This is an optimization exercise on Yosys and OpenROAD, whose aim is small area, not a production implementation. Only simulation tests tie the RTL to the original design; equivalence was not proved. Power figures rest on the tool's default switching activity, not on a simulated workload.

File: flow/design.v
package watch_pkg;
    localparam int CLOCKS_PER_TICK = 1000;   
    localparam int TICKS_PER_SECOND = 1000;
    localparam int SAMPLE_TICKS = 100;       
    localparam int MELODY_DEPTH = 80;
    localparam int LED_STEP = 10;
    localparam int HOUR_W = 5;
    localparam int MIN_W = 6;
    localparam int NOTE_W = 8;
    localparam int NIDX_W = 3;               
    localparam int LEN_W = 7;
    localparam int MODE_W = 2;
    localparam int MODE_IN_W = 4;
    localparam int BUTTON_W = 12;
    localparam int LED_W = 8;
    localparam int CNT_W = 11;               
    localparam logic [HOUR_W-1:0] HOURS_PER_DAY = 5'd24;
    localparam logic [MIN_W-1:0] MINUTES_PER_HOUR = 6'd60;
    localparam logic [MODE_W-1:0] MODE_RUN = 2'd0;
    localparam logic [MODE_W-1:0] MODE_SET_TIME = 2'd1;
    localparam logic [MODE_W-1:0] MODE_SET_ALARM = 2'd2;
    localparam logic [MODE_W-1:0] MODE_RECORD = 2'd3;
    localparam int KEY_HOUR_DOWN = 11;
    localparam int KEY_HOUR_UP = 9;
    localparam int KEY_MIN_DOWN = 8;
    localparam int KEY_MIN_UP = 6;
    localparam int KEY_SEC_DOWN = 5;
    localparam int KEY_SEC_UP = 3;
    localparam int KEY_ALARM_TOGGLE = 0;
    localparam int KEY_PLAY = 11;
    localparam int KEY_CLEAR = 10;
    function automatic logic [CNT_W-1:0] half_period(input logic [NIDX_W-1:0] idx);
        case (idx)
            3'd0: half_period = 11'd1915;   
            3'd1: half_period = 11'd1700;   
            3'd2: half_period = 11'd1519;   
            3'd3: half_period = 11'd1432;   
            3'd4: half_period = 11'd1275;   
            3'd5: half_period = 11'd1136;   
            3'd6: half_period = 11'd1014;   
            default: half_period = 11'd956;  
        endcase
    endfunction
endpackage
`timescale 1ns/1ps
module panel_input (
    input  logic clock,
    input  logic reset,
    input  logic [watch_pkg::MODE_IN_W-1:0] mode,
    input  logic [watch_pkg::BUTTON_W-1:0] button,
    output logic tick,
    output logic [watch_pkg::MODE_W-1:0] active_mode,
    output logic [watch_pkg::BUTTON_W-1:0] key_pulse,
    output logic note_any,
    output logic [watch_pkg::NIDX_W-1:0] note_idx
);
    logic [$clog2(watch_pkg::CLOCKS_PER_TICK)-1:0] div_count;
    logic [watch_pkg::BUTTON_W-1:0] btn_sync;
    logic [watch_pkg::BUTTON_W-1:0] btn_prev;
    assign tick = (div_count == watch_pkg::CLOCKS_PER_TICK - 1);
    always_ff @(posedge clock or negedge reset) begin
        if (!reset) begin
            div_count <= '0;
            btn_sync <= '0;
            btn_prev <= '0;
        end else if (tick) begin
            div_count <= '0;
            btn_sync <= button;
            btn_prev <= btn_sync;
        end else begin
            div_count <= div_count + 1'b1;
        end
    end
    always_comb begin
        key_pulse = tick ? (btn_sync & ~btn_prev) : '0;
        if (mode[3]) active_mode = watch_pkg::MODE_SET_TIME;
        else if (mode[2]) active_mode = watch_pkg::MODE_SET_ALARM;
        else if (mode[1]) active_mode = watch_pkg::MODE_RECORD;
        else active_mode = watch_pkg::MODE_RUN;
        note_any = |btn_sync[7:0];
        note_idx = '0;
        for (int i = 1; i < watch_pkg::NOTE_W; i++) begin
            if (btn_sync[i]) note_idx = 3'(i);
        end
    end
endmodule
`timescale 1ns/1ps
module time_keeper (
    input  logic clock,
    input  logic reset,
    input  logic tick,
    input  logic [watch_pkg::MODE_W-1:0] active_mode,
    input  logic [watch_pkg::BUTTON_W-1:0] key_pulse,
    output logic [watch_pkg::HOUR_W-1:0] hour,
    output logic [watch_pkg::MIN_W-1:0] minute,
    output logic [watch_pkg::MIN_W-1:0] second
);
    logic [$clog2(watch_pkg::TICKS_PER_SECOND)-1:0] ms_count;
    always_ff @(posedge clock or negedge reset) begin
        if (!reset) begin
            ms_count <= '0;
            hour <= '0;
            minute <= '0;
            second <= '0;
        end else if (active_mode == watch_pkg::MODE_RUN) begin
            if (tick) begin
                if (ms_count == watch_pkg::TICKS_PER_SECOND - 1) begin
                    ms_count <= '0;
                    if (second == watch_pkg::MINUTES_PER_HOUR - 1'b1) begin
                        second <= '0;
                        if (minute == watch_pkg::MINUTES_PER_HOUR - 1'b1) begin
                            minute <= '0;
                            hour <= (hour == watch_pkg::HOURS_PER_DAY - 1'b1) ? '0 : hour + 1'b1;
                        end else begin
                            minute <= minute + 1'b1;
                        end
                    end else begin
                        second <= second + 1'b1;
                    end
                end else begin
                    ms_count <= ms_count + 1'b1;
                end
            end
        end else if (active_mode == watch_pkg::MODE_SET_TIME) begin
            if (key_pulse[watch_pkg::KEY_HOUR_DOWN]) begin
                hour <= (hour == '0) ? watch_pkg::HOURS_PER_DAY - 1'b1 : hour - 1'b1;
            end else if (key_pulse[watch_pkg::KEY_HOUR_UP]) begin
                hour <= (hour == watch_pkg::HOURS_PER_DAY - 1'b1) ? '0 : hour + 1'b1;
            end
            if (key_pulse[watch_pkg::KEY_MIN_DOWN]) begin
                minute <= (minute == '0) ? watch_pkg::MINUTES_PER_HOUR - 1'b1 : minute - 1'b1;
            end else if (key_pulse[watch_pkg::KEY_MIN_UP]) begin
                minute <= (minute == watch_pkg::MINUTES_PER_HOUR - 1'b1) ? '0 : minute + 1'b1;
            end
            if (key_pulse[watch_pkg::KEY_SEC_DOWN]) begin
                second <= (second == '0) ? watch_pkg::MINUTES_PER_HOUR - 1'b1 : second - 1'b1;
            end else if (key_pulse[watch_pkg::KEY_SEC_UP]) begin
                second <= (second == watch_pkg::MINUTES_PER_HOUR - 1'b1) ? '0 : second + 1'b1;
            end
        end
    end
endmodule
`timescale 1ns/1ps
module alarm_unit (
    input  logic clock,
    input  logic reset,
    input  logic [watch_pkg::MODE_W-1:0] active_mode,
    input  logic [watch_pkg::BUTTON_W-1:0] key_pulse,
    input  logic [watch_pkg::HOUR_W-1:0] hour,
    input  logic [watch_pkg::MIN_W-1:0] minute,
    input  logic [watch_pkg::MIN_W-1:0] second,
    output logic alarm_start,
    output logic alarm_enabled
);
    logic [watch_pkg::HOUR_W-1:0] alarm_hour;
    logic [watch_pkg::MIN_W-1:0] alarm_minute;
    logic triggered;
    logic set_mode;
    assign set_mode = (active_mode == watch_pkg::MODE_SET_ALARM);
    assign alarm_start = (active_mode != watch_pkg::MODE_RECORD) && alarm_enabled && !triggered &&
                         (hour == alarm_hour) && (minute == alarm_minute) && (second == '0);
    always_ff @(posedge clock or negedge reset) begin
        if (!reset) begin
            alarm_hour <= '0;
            alarm_minute <= '0;
            alarm_enabled <= 1'b0;
            triggered <= 1'b0;
        end else begin
            if (alarm_start) begin
                triggered <= 1'b1;
            end else if (second != '0) begin
                triggered <= 1'b0;   
            end
            if (set_mode && key_pulse[watch_pkg::KEY_HOUR_DOWN]) begin
                alarm_hour <= (alarm_hour == '0) ? watch_pkg::HOURS_PER_DAY - 1'b1 : alarm_hour - 1'b1;
            end else if (set_mode && key_pulse[watch_pkg::KEY_HOUR_UP]) begin
                alarm_hour <= (alarm_hour == watch_pkg::HOURS_PER_DAY - 1'b1) ? '0 : alarm_hour + 1'b1;
            end
            if (set_mode && key_pulse[watch_pkg::KEY_MIN_DOWN]) begin
                alarm_minute <= (alarm_minute == '0) ? watch_pkg::MINUTES_PER_HOUR - 1'b1 :
                                alarm_minute - 1'b1;
            end else if (set_mode && key_pulse[watch_pkg::KEY_MIN_UP]) begin
                alarm_minute <= (alarm_minute == watch_pkg::MINUTES_PER_HOUR - 1'b1) ? '0 :
                                alarm_minute + 1'b1;
            end
            if (set_mode && key_pulse[watch_pkg::KEY_ALARM_TOGGLE]) begin
                alarm_enabled <= !alarm_enabled;
            end
        end
    end
endmodule
`timescale 1ns/1ps
module melody_recorder (
    input  logic clock,
    input  logic reset,
    input  logic tick,
    input  logic [watch_pkg::MODE_W-1:0] active_mode,
    input  logic [watch_pkg::BUTTON_W-1:0] key_pulse,
    input  logic note_any,
    input  logic [watch_pkg::NIDX_W-1:0] note_idx,
    input  logic alarm_start,
    input  logic alarm_enabled,
    output logic tone_on,
    output logic [watch_pkg::NIDX_W-1:0] tone_idx,
    output logic [watch_pkg::LED_W-1:0] led
);
    localparam int DEPTH = watch_pkg::MELODY_DEPTH;
    localparam logic [watch_pkg::LEN_W-1:0] NONE = '1;
    logic [watch_pkg::NIDX_W-1:0] ring [DEPTH];
    logic [watch_pkg::LEN_W-1:0] ring_pos;    
    logic [watch_pkg::NIDX_W-1:0] last_note;  
    logic [watch_pkg::NIDX_W-1:0] first_note;
    logic [watch_pkg::NIDX_W-1:0] cur_note;
    logic [watch_pkg::NIDX_W-1:0] next_note;
    logic [watch_pkg::LEN_W-1:0] last_idx;    
    logic [watch_pkg::LEN_W-1:0] play_idx;
    logic [$clog2(watch_pkg::SAMPLE_TICKS)-1:0] sample_count;
    logic playing;
    logic record_mode;
    logic sample_done;
    logic clear_req;
    logic start_req;
    logic recording;
    logic store;
    logic empty;
    logic [watch_pkg::LED_W-1:0] level_bar;
    assign empty = (last_idx == NONE);
    assign record_mode = (active_mode == watch_pkg::MODE_RECORD);
    assign sample_done = (sample_count == watch_pkg::SAMPLE_TICKS - 1);
    assign clear_req = record_mode && key_pulse[watch_pkg::KEY_CLEAR];
    assign start_req = (alarm_start || (record_mode && key_pulse[watch_pkg::KEY_PLAY])) &&
                       !playing && !empty;
    assign recording = record_mode && !playing && note_any &&
                       (empty || last_idx < DEPTH - 1);
    assign store = tick && recording && sample_done && !clear_req && !start_req;
    always_ff @(posedge clock or negedge reset) begin
        if (!reset) begin
            last_idx <= NONE;
            play_idx <= '0;
            sample_count <= '0;
            playing <= 1'b0;
        end else if (clear_req) begin
            last_idx <= NONE;
            play_idx <= '0;
            sample_count <= '0;
            playing <= 1'b0;
        end else if (start_req) begin
            play_idx <= '0;
            sample_count <= '0;
            playing <= 1'b1;
        end else if (tick) begin
            if (playing) begin
                if (sample_done) begin
                    sample_count <= '0;
                    if (play_idx == last_idx) begin
                        playing <= 1'b0;
                        play_idx <= '0;
                    end else begin
                        play_idx <= play_idx + 1'b1;
                    end
                end else begin
                    sample_count <= sample_count + 1'b1;
                end
            end else if (recording) begin
                if (sample_done) begin
                    sample_count <= '0;
                    last_idx <= last_idx + 1'b1;
                end else begin
                    sample_count <= sample_count + 1'b1;
                end
            end else begin
                sample_count <= '0;   
            end
        end
    end
    always_ff @(posedge clock or negedge reset) begin
        if (!reset) ring_pos <= '0;
        else ring_pos <= (ring_pos == DEPTH - 1) ? '0 : ring_pos + 1'b1;
    end
    always_ff @(posedge clock) begin
        for (int i = 0; i < DEPTH - 2; i++) ring[i] <= ring[i + 1];
        ring[DEPTH - 2] <= (ring_pos == last_idx) ? last_note : ring[DEPTH - 1];
        ring[DEPTH - 1] <= ring[0];
        if (store) begin
            last_note <= note_idx;
            if (empty) first_note <= note_idx;
        end
        if (ring_pos == play_idx) next_note <= ring[0];
        if (start_req) cur_note <= first_note;
        else if (tick && playing && sample_done) cur_note <= next_note;
    end
    always_comb begin
        for (int i = 0; i < watch_pkg::LED_W; i++) begin
            level_bar[i] = !empty && (i == 0 || last_idx >= i * watch_pkg::LED_STEP - 1);
        end
        tone_on = playing || (record_mode && note_any);
        tone_idx = playing ? cur_note : note_idx;
    end
    always_ff @(posedge clock or negedge reset) begin
        if (!reset) led <= '0;
        else if (record_mode) led <= level_bar;
        else led <= {{(watch_pkg::LED_W-1){1'b0}}, alarm_enabled};
    end
endmodule
`timescale 1ns/1ps
module tone_generator (
    input  logic clock,
    input  logic reset,
    input  logic tone_on,
    input  logic [watch_pkg::NIDX_W-1:0] tone_idx,
    output logic piezo
);
    logic [watch_pkg::CNT_W-1:0] count;
    always_ff @(posedge clock or negedge reset) begin
        if (!reset) begin
            piezo <= 1'b0;
            count <= '0;
        end else if (!tone_on) begin
            piezo <= 1'b0;
            count <= '0;
        end else if (count >= watch_pkg::half_period(tone_idx)) begin
            piezo <= ~piezo;   
            count <= '0;
        end else begin
            count <= count + 1'b1;
        end
    end
endmodule
`timescale 1ns/1ps
module watch_top (
    input  logic clock,
    input  logic reset,
    input  logic [watch_pkg::MODE_IN_W-1:0] mode,
    input  logic [watch_pkg::BUTTON_W-1:0] button,
    output logic [watch_pkg::HOUR_W-1:0] hour,
    output logic [watch_pkg::MIN_W-1:0] minute,
    output logic [watch_pkg::MIN_W-1:0] second,
    output logic [watch_pkg::LED_W-1:0] led,
    output logic piezo
);
    logic tick;
    logic [watch_pkg::MODE_W-1:0] active_mode;
    logic [watch_pkg::BUTTON_W-1:0] key_pulse;
    logic note_any;
    logic [watch_pkg::NIDX_W-1:0] note_idx;
    logic alarm_start;
    logic alarm_enabled;
    logic tone_on;
    logic [watch_pkg::NIDX_W-1:0] tone_idx;
    panel_input panel0 (
        .clock(clock),
        .reset(reset),
        .mode(mode),
        .button(button),
        .tick(tick),
        .active_mode(active_mode),
        .key_pulse(key_pulse),
        .note_any(note_any),
        .note_idx(note_idx)
    );
    time_keeper keeper0 (
        .clock(clock),
        .reset(reset),
        .tick(tick),
        .active_mode(active_mode),
        .key_pulse(key_pulse),
        .hour(hour),
        .minute(minute),
        .second(second)
    );
    alarm_unit alarm0 (
        .clock(clock),
        .reset(reset),
        .active_mode(active_mode),
        .key_pulse(key_pulse),
        .hour(hour),
        .minute(minute),
        .second(second),
        .alarm_start(alarm_start),
        .alarm_enabled(alarm_enabled)
    );
    melody_recorder recorder0 (
        .clock(clock),
        .reset(reset),
        .tick(tick),
        .active_mode(active_mode),
        .key_pulse(key_pulse),
        .note_any(note_any),
        .note_idx(note_idx),
        .alarm_start(alarm_start),
        .alarm_enabled(alarm_enabled),
        .tone_on(tone_on),
        .tone_idx(tone_idx),
        .led(led)
    );
    tone_generator tone0 (
        .clock(clock),
        .reset(reset),
        .tone_on(tone_on),
        .tone_idx(tone_idx),
        .piezo(piezo)
    );
endmodule
File: flow/run.sh
#!/bin/bash
# synth_recipe.tcl (not shown) runs the flow's synth.tcl, then flattens the netlist and writes it again
# the make line also repeats each setting of config.mk as NAME=value (left out here)
make -C /OpenROAD-flow-scripts/flow DESIGN_CONFIG=/design/flow/config.mk WORK_HOME=/design/flow/orfs CLKGATE_MAP_FILE= SYNTH_SCRIPT=/design/flow/synth_recipe.tcl finish
File: flow/config.mk
export PLATFORM = sky130hd
export DESIGN_NAME = watch_top
export DESIGN_NICKNAME = watch_top
export VERILOG_FILES = /design/flow/design.v
export SDC_FILE = /design/flow/constraint.sdc
export NUM_CORES = 4
export LEC_CHECK = 0
export CAP_MARGIN = 20
export CORE_MARGIN = 2
export CORE_UTILIZATION = 40
export SLEW_MARGIN = 20
File: flow/constraint.sdc
create_clock -name core_clock -period 10.0 [get_ports {clock}]
set_input_delay 2.0000 -clock core_clock [delete_from_list [all_inputs] [get_ports {clock}]]
set_output_delay 2.0000 -clock core_clock [all_outputs]
set_load 0.01 [all_outputs]
==> results.txt <==
layout cell share with drive strength beyond 1 8.32%; CTS Buffer Depth 3; crit-path leading delay family simple AND/OR/NAND/NOR gates; pre-CTS setup slack 5100 ps; Final Max Slew Viols 0; Num CTS Buffers 37; met2 WL 10500 µm; Detailed Route WL 23400 µm; vias in the first global route 7868; Die H 183 µm; number of synthesized flops with an enable pin 12; total grt overflow 0; setup_tns 0 ps; first-pass GRT wire length 39600 µm; Ports 44; CP endpoint kind flop; top-count cell post-synth dfxtp_1; status no timing/DRC/antenna violations; max-cap check violation count 0; final hold violations 0; DIE AREA 0.0335 mm²; Via density 5.00; PostCTS Resize Cnt 0; peak supply drop 129 µV; Top Layer Used met4; All-Layer GR Usage 14.4%; number of placed cells counting well taps 1563; WL met3 906 µm; clk latency of the worst-skew pair 520 ps; DRT iter0 DRCs 405; synth unique cells 74; Core Util, Final 47.3%; crit-path max FO 12; Slew headroom 28.6%; Nets 1249; pin count of the biggest net entering global routing 66; most numerous cell on the critical path nand3_1; Synth Flop Type dfxtp_1; initial antenna violation count 0; Synth area leaders dfxtp_1 37%, dfrtp_1 22%, nand2_1 3.5%; Fmax achieved 230 MHz; Async SR Flop Fraction 32.1%; YS warnings 6; fin crit period 4360 ps; WP data arrival 4610 ps; sequential share of the synthesized area 63.6%; CP required 10260 ps; Sink Count 371; Clock Skew 8.99 ps; CTS tree built; I/O Buffers 42; Post-Syn Area 0.0128 mm²; Fill cells 2894; CP max-delay cell clkdlybuf4s50_1; Setup Viol. Count Final 0; CP Class primary input to flop; Leak 6.00 nW; period utilization 43.6%; routed via count 8132; drt pass-1 iters 5; RSZ-0062 raised after global routing false; Startpoint Class primary input; antenna viol nets, final 0; Final HPWL DP 14900 µm; diode count 0; Final GP Congestion 0.840; Worst-path clk slew 60 ps; final cell count without fillers 1628; hold_buf cts 0; DRC 0; H-tree depth 2; worst min path class flop to flop; Rows 65; Cells after Synth 1155; core area 0.0316 mm²; clock root cell clkbuf_16; final setup margin 5640 ps; die width 183 µm; post-CTS setup buffers 0; Yosys top cell by area dfxtp_1; area delta synth->final 16.3%; Worst-Margin Slew 1060 ps; Avg Synthesized Cell Area 11.1 µm²; max incr delay on CP 680 ps; WP buf/inv 1; crit path cell chain clkdlybuf4s50_1 > or3b_1 > nand3_1 > nor4b_1 > nand3_1 > nand2_1 > nor2_1; Synthesized Nets 1204; PD cells 201 mW/mm²; flops & latches, synth 371; Post-Route M1 WL 11600 µm; commonest cells in the netlist 240 x dfxtp_1, 118 x nand2_1, 112 x dfrtp_1; wire length per cell 14.3 µm; area share of the largest cell type after synthesis 37.5%; initial core utilization 40.6%
-- report_power, final --
part | internal [mW] | total (mW) | switching [mW]
logic | 0.0152 | 0.0373 | 0.0221
clock network | 0.878 | 1.45 | 0.574
registers | 1.50 | 1.51 | 0.00686
total | 2.39 | 3.00 | 0.603
-- sequential cells by signal (all words and copies together), names as in the netlist, 3 cells and up --
register                flops
recorder0.next_note         3
keeper0.second              6
recorder0.last_note         3
recorder0.ring_pos          7
alarm0.alarm_hour           5
panel0.div_count           10
panel0.btn_sync            12
recorder0.led               8
alarm0.alarm_minute         6
keeper0.minute              6
recorder0.play_idx          7
keeper0.ms_count           10
recorder0.ring            240
recorder0.last_idx          7
panel0.btn_prev             8
recorder0.sample_count      7
keeper0.hour                5
tone0.count                11
recorder0.first_note        3
recorder0.cur_note          3
-- path summary, 6_finish.rpt --
| path | startpoint | end | slack [ps] | cells after the start |
|---|---|---|---|---|
| setup / recovery | mode[3] | recorder0.last_note[1]$_DFFE_PP_ | 5640 | 7 |
| hold / removal | recorder0.ring[7][1]$_DFF_P_ | recorder0.ring[6][1]$_DFF_P_ | 320 | 0 |
| setup reg to reg | panel0.btn_sync[3]$_DFFE_PN0N_ | tone0.count[2]$_DFF_PN0_ | 6120 | 14 |
| hold reg to reg | recorder0.ring[7][1]$_DFF_P_ | recorder0.ring[6][1]$_DFF_P_ | 320 | 0 |
| max in group asynchronous | reset | alarm0.alarm_minute[2]$_DFFE_PN0P_ | 7160 | 2 |
| min in group asynchronous | reset | tone0.count[1]$_DFF_PN0_ | 1590 | 1 |
-- cell families after synthesis --
family / share of synthesized area (%)
xor+xnor: 4.65
fa+ha+maj: 3.03
simple gates: 15.9
buf+inv: 2.22
compound gates: 9.09
mux: 1.50
flops: 63.6
-- layer usage --
| metal | GRT usage, % | vias up |
|---|---|---|
| li1 | - | 4078 |
| met1 | 20.0 | 3891 |
| met2 | 22.8 | 127 |
| met3 | 2.86 | 36 |
| met4 | 4.19 | 0 |
| met5 | 0 | - |
-- cell usage in the layout, fill, tap and decap left out, types with 7 or more instances in the layout --
cell type / instances
o21ai_0: 58
dfstp_2: 7
clkdlybuf4s50_1: 41
nor2_1: 88
xnor2_1: 42
inv_1: 27
buf_4: 7
and2_1: 7
edfxtp_1: 12
ha_1: 31
nand2_1: 118
mux2_2: 7
nor4_1: 9
mux2i_1: 8
clkbuf_16: 39
nor3b_1: 8
nor2b_1: 17
a21oi_1: 51
nor3_1: 21
o21ai_1: 12
clkinv_2: 7
or3_1: 7
xor2_1: 26
dfxtp_1: 240
dfrtp_1: 112
nand2b_1: 13
and3_1: 20
nand3b_1: 7
a31oi_1: 9
nand4_1: 22
nand3_1: 53
o31ai_1: 9
-- through the flow --
stage,cell area [µm²],total power [mW],hold slack (ps)
6_report,14900,3.00,319
4_1_cts,14900,3.04,322
3_3_place_gp,13600,1.58,312
3_5_place_dp,13600,1.58,312
2_1_floorplan,12800,1.55,310
5_1_grt,14900,3.11,328
-- layout make-up --
type / count / area [µm²] / area share, %
sequential: 371 / 8150 / 54.7
multi-input combinational: 715 / 4390 / 29.4
clock buffer: 45 / 1040 / 6.96
tap: 402 / 503 / 3.37
timing repair buffer: 48 / 463 / 3.10
clock inverter: 20 / 273 / 1.83
inverter: 27 / 101 / 0.679
-- worst register-to-register path, stage by stage, from the launching register on --
cell and delay [ps]:
dfrtp_1 390, inv_1 130, a21oi_1 80, o21ba_2 210
o31ai_1 850, inv_1 230, xnor2_1 190, and2_1 150
ha_1 290, o21a_1 110, o211ai_1 70, a21oi_1 130
inv_1 60, o211ai_1 700, nor2_1 120

[static timing again, ports no longer ideal]
How much do the figures lean on ideal ports? The routed layout below was timed once more, with nothing changed but the port constraints.
Step 1 assumes that a clkbuf_16 drives the clock port and a buf_2 every other input.
Step 2, shift: input delay + t, output delay - t, t = (earliest + latest rising clock arrival at the registers) / 2. This alone moves slack from input paths to output paths.
Slacks: ideal / step 1 / step 2; pairs: ideal / step 1.
t, ns: 0.560
setup slack, ns: 5.645 / 5.664 / 5.104
hold slack, ns: 0.319 / 0.319 / 0.319
After both steps setup and hold are still met in this run. The setup slack of this run moves by +0.019 ns with the drivers and by -0.541 ns with both steps.
